From an optimization exercise on the open Yosys and OpenROAD flow, aimed at a short achievable clock period and few clock cycles; shortcuts taken in it are not production practice. The RTL was checked by simulation tests, not by an equivalence proof against the original design. Power figures rest on the tool's default switching activity, not on a simulated workload.

==> design.v <==
module exec_ctrl #(
  parameter int INST_CAP   = 20,
  parameter int DATA_LEN   = 8,
  parameter int DMEM_DEPTH = 256,
  parameter int TIMEOUT    = 15
) (
  input  logic                clk,
  input  logic                rstn,
  input  logic                IS_ready,
  input  logic [3:0]          control_bus,
  input  logic [DATA_LEN-1:0] data,
  output logic                en,
  output logic [$clog2(INST_CAP):0] pc,
  output logic [DATA_LEN-1:0] acc,
  output logic                zf,
  output logic                cf,
  output logic                halted,
  output logic                err
);
  localparam int PC_W  = $clog2(INST_CAP) + 1;
  localparam int AW    = $clog2(DMEM_DEPTH);
  localparam int CNT_W = $clog2(TIMEOUT + 1);
  localparam logic [3:0] OP_NOP = 4'h0, OP_LDI = 4'h1, OP_LD = 4'h2, OP_ST = 4'h3,
                         OP_ADD = 4'h4, OP_SUB = 4'h5, OP_AND = 4'h6, OP_OR = 4'h7,
                         OP_HALT = 4'h8, OP_JMP = 4'h9, OP_JZ = 4'hA, OP_JC = 4'hB,
                         OP_ADDI = 4'hC, OP_NOT = 4'hD;
  logic                  start_q;    
  logic                  en_q;       
  logic                  wait_q;     
  logic [CNT_W-1:0]      cnt_q;
  logic [PC_W-1:0]       pc_q;
  logic [DATA_LEN-1:0]   acc_q;
  logic                  zf_q, cf_q, halted_q, err_q;
  logic [DMEM_DEPTH-1:0][DATA_LEN-1:0] dmem;
  assign en     = en_q;
  assign pc     = pc_q;
  assign acc    = acc_q;
  assign zf     = zf_q;
  assign cf     = cf_q;
  assign halted = halted_q;
  assign err    = err_q;
  logic [DMEM_DEPTH-1:0][DATA_LEN:0] padd_q, psub_q;
  logic [DMEM_DEPTH-1:0]             zadd_q, zsub_q, zld_q, zand_q;
  logic [DATA_LEN-1:0]               negacc;
  assign negacc = -acc_q;
  always_ff @(posedge clk) begin
    for (int i = 0; i < DMEM_DEPTH; i++) begin
      padd_q[i] <= {1'b0, acc_q} + {1'b0, dmem[i]};
      psub_q[i] <= {1'b0, acc_q} - {1'b0, dmem[i]};
      zadd_q[i] <= (dmem[i] == negacc);
      zsub_q[i] <= (dmem[i] == acc_q);
      zld_q[i]  <= (dmem[i] == '0);
      zand_q[i] <= ((dmem[i] & acc_q) == '0);
    end
  end
  logic                  ans;
  logic [PC_W-1:0]       pc_inc, tgt;
  logic                  tgt_ok, take, stop, stop_err, tmo;
  logic [DMEM_DEPTH-1:0] sel;
  assign ans    = wait_q & IS_ready;
  assign pc_inc = (pc_q == PC_W'(INST_CAP - 1)) ? '0 : pc_q + PC_W'(1);
  assign tgt    = PC_W'(data);
  assign tgt_ok = (tgt < PC_W'(INST_CAP));
  assign take   = (control_bus == OP_JMP) | ((control_bus == OP_JZ) & zf_q) |
                  ((control_bus == OP_JC) & cf_q);
  assign stop_err = (control_bus == 4'hE) | (control_bus == 4'hF) | (take & !tgt_ok);
  assign stop   = (control_bus == OP_HALT) | stop_err;
  assign tmo    = wait_q & !IS_ready & (cnt_q == CNT_W'(TIMEOUT - 1));
  always_comb
    for (int i = 0; i < DMEM_DEPTH; i++) sel[i] = (data == AW'(i));
  logic [DATA_LEN-1:0] mem_rd;
  logic [DATA_LEN:0]   rd_add, rd_sub, addi;
  logic                rz_add, rz_sub, rz_ld, rz_and;
  always_comb begin
    mem_rd = '0;
    rd_add = '0;
    rd_sub = '0;
    rz_add = 1'b0;
    rz_sub = 1'b0;
    rz_ld  = 1'b0;
    rz_and = 1'b0;
    for (int i = 0; i < DMEM_DEPTH; i++) begin
      mem_rd = mem_rd | (dmem[i]   & {DATA_LEN{sel[i]}});
      rd_add = rd_add | (padd_q[i] & {(DATA_LEN+1){sel[i]}});
      rd_sub = rd_sub | (psub_q[i] & {(DATA_LEN+1){sel[i]}});
      rz_add = rz_add | (zadd_q[i] & sel[i]);
      rz_sub = rz_sub | (zsub_q[i] & sel[i]);
      rz_ld  = rz_ld  | (zld_q[i]  & sel[i]);
      rz_and = rz_and | (zand_q[i] & sel[i]);
    end
  end
  assign addi = {1'b0, acc_q} + {1'b0, data};
  always_ff @(posedge clk or negedge rstn) begin
    if (!rstn) begin
      start_q  <= 1'b1;
      en_q     <= 1'b0;
      wait_q   <= 1'b0;
      cnt_q    <= '0;
      pc_q     <= '0;
      acc_q    <= '0;
      zf_q     <= 1'b0;
      cf_q     <= 1'b0;
      halted_q <= 1'b0;
      err_q    <= 1'b0;
    end else begin
      start_q <= 1'b0;
      en_q    <= start_q | (ans & !stop);
      if (en_q)        wait_q <= 1'b1;
      else if (ans)    wait_q <= 1'b0;
      else if (tmo)    wait_q <= 1'b0;
      if (en_q)        cnt_q  <= '0;
      else if (wait_q) cnt_q  <= cnt_q + CNT_W'(1);
      if (tmo) begin
        halted_q <= 1'b1;
        err_q    <= 1'b1;
      end
      if (ans) begin
        if (stop) begin
          halted_q <= 1'b1;
          err_q    <= stop_err;
        end else if (take) begin
          pc_q <= tgt;
        end else begin
          pc_q <= pc_inc;
        end
        case (control_bus)
          OP_LDI:  begin acc_q <= data;                   zf_q <= (data == '0);           cf_q <= 1'b0; end
          OP_LD:   begin acc_q <= mem_rd;                 zf_q <= rz_ld;                  cf_q <= 1'b0; end
          OP_ADD:  begin acc_q <= rd_add[DATA_LEN-1:0];   zf_q <= rz_add;                 cf_q <= rd_add[DATA_LEN]; end
          OP_SUB:  begin acc_q <= rd_sub[DATA_LEN-1:0];   zf_q <= rz_sub;                 cf_q <= rd_sub[DATA_LEN]; end
          OP_AND:  begin acc_q <= acc_q & mem_rd;         zf_q <= rz_and;                 cf_q <= 1'b0; end
          OP_OR:   begin acc_q <= acc_q | mem_rd;         zf_q <= rz_ld & (acc_q == '0);  cf_q <= 1'b0; end
          OP_ADDI: begin acc_q <= addi[DATA_LEN-1:0];     zf_q <= (data == negacc);       cf_q <= addi[DATA_LEN]; end
          OP_NOT:  begin acc_q <= ~acc_q;                 zf_q <= (acc_q == '1);          cf_q <= 1'b0; end
          default: ;
        endcase
      end
    end
  end
  always_ff @(posedge clk) begin
    for (int i = 0; i < DMEM_DEPTH; i++)
      if (ans & (control_bus == OP_ST) & sel[i]) dmem[i] <= acc_q;
  end
endmodule
==> run.sh <==
#!/bin/bash
# synth_recipe.tcl (not shown) runs the flow's synth.tcl, then flattens the netlist and writes it again
# the make line also repeats each setting of config.mk as NAME=value (left out here)
make -C /OpenROAD-flow-scripts/flow DESIGN_CONFIG=/design/flow/config.mk WORK_HOME=/design/flow/orfs CLKGATE_MAP_FILE= SYNTH_SCRIPT=/design/flow/synth_recipe.tcl finish
==> config.mk <==
export PLATFORM = sky130hd
export DESIGN_NAME = exec_ctrl
export DESIGN_NICKNAME = exec_ctrl
export VERILOG_FILES = /design/flow/design.v
export SDC_FILE = /design/flow/constraint.sdc
export NUM_CORES = 4
export LEC_CHECK = 0
export ABC_CLOCK_PERIOD_IN_PS = 2000
export CAP_MARGIN = 20
export CORE_MARGIN = 2
export CORE_UTILIZATION = 55
export SETUP_SLACK_MARGIN = 5
export SLEW_MARGIN = 20
==> constraint.sdc <==
create_clock -name core_clock -period 10.0 [get_ports {clk}]
set_input_delay 2.0000 -clock core_clock [delete_from_list [all_inputs] [get_ports {clk}]]
set_output_delay 2.0000 -clock core_clock [all_outputs]
set_load 0.01 [all_outputs]
==> summary.txt <==
# port buffers -> 33
I/O pins -> 34
ys async rst share -> 0.00336
register bit total from synthesis -> 7,449
Post-Syn Area -> 404,000 µm²
synthesized net count -> 45,681
total CTS buffers -> 776
clock tree buffer depth -> 4
number of global-route vias before repair -> 456,851
Halt Stage -> 5_1_grt
H-tree levels -> 6
Ys Warns -> 1
die width -> 861 µm
Top FF cell, synth -> dfxtp_1
mean area per synthesized cell -> 9.84 µm²
area leader, netlist -> dfxtp_1
count of different cell masters after synthesis -> 91
Sink Count -> 7,449
Placed Area -> 425,000 µm²
largest net degree at the start of global routing -> 114
grt ovf -> 181,706
gr usage total -> 1.26
run status -> stopped before the end
first-pass GRT wire length -> 6,040,000 µm
Synth top area share -> 0.267
Synth Instances -> 41,044
CTS root buf -> clkbuf_16
Initial Utilization -> 0.552
register area share after synthesis -> 0.420
DP HPWL -> 3,490,000 µm
die height -> 861 µm
gpl congestion -> 2.83
cts hold-fix bufs -> 0
top post-synthesis cells by area -> dfxtp_1 27%, edfxtp_1 15%, ha_1 13%
row count -> 314
error msg -> [ERROR GRT-0116] Global routing finished with congestion. Check the congestion regions in the DRC Viewer.
number of synthesized flops with an enable pin -> 2,048
==> logic make-up after synthesis <==
| group | after synthesis | share of synthesized area |
|---|---|---|
| AND/OR/NAND/NOR | 8701 | 0.109 |
| flip-flops | 7449 | 0.420 |
| buffers and inverters | 6327 | 0.0601 |
| adder cells (fa/ha/maj) | 4622 | 0.153 |
| XOR/XNOR | 4633 | 0.100 |
| multiplexers | 22 | 0.000586 |
| AO/OA/AOI/OAI | 9289 | 0.157 |
| other | 1 | 0.00000929 |
==> power groups by stage <==
stage | Clock [mW] | Combinational [mW] | Sequential [mW]
after floorplan | 0 | 30.1 | 46.1
after global placement | 0 | 51.0 | 77.0
after detailed placement | 0 | 51.7 | 76.2
after CTS | 30.8 | 52.3 | 75.8
==> routing by layer <==
layer | GRT usage | overflow
met5 | 0.904 | 1748
met4 | 1.09 | 14985
met3 | 1.04 | 18964
met2 | 1.57 | 93169
met1 | 1.23 | 52840
==> worst min path at each step <==
stage	from	slack [ns]	endpoint	cells after the start
4_1_cts	halted_q	0.46	halted_q	1
3_5_place_dp	halted_q	0.45	halted_q	1
3_3_place_gp	halted_q	0.44	halted_q	1
2_1_floorplan	halted_q	0.49	halted_q	1
==> synthesized netlist by cell type (all sizes together), types with 562 or more instances <==
cell,count
a21oi,2566
a22oi,2344
buf,562
clkbuf,1128
dfxtp,5376
edfxtp,2048
ha,4109
inv,4637
nand3,864
nand4,1163
nor2,3670
o21ai,574
o21bai,1574
or4,816
xnor2,3632
xor2,1001
==> per-stage QoR <==
stage	cells	setup slack, ns
detailed placement	50581	1.31
global placement	50488	1.40
CTS	52165	4.79
floorplan	41044	-27.71
==> what timing repair did <==
action | CTS
pin swaps | 53
resized for setup | 323
setup buffers | 91
endpoints found under the hold margin | 0
cloned | 16
endpoints found under the setup margin | 316
Testbench counts, summed over its fixed seeds: cycles 39,357.
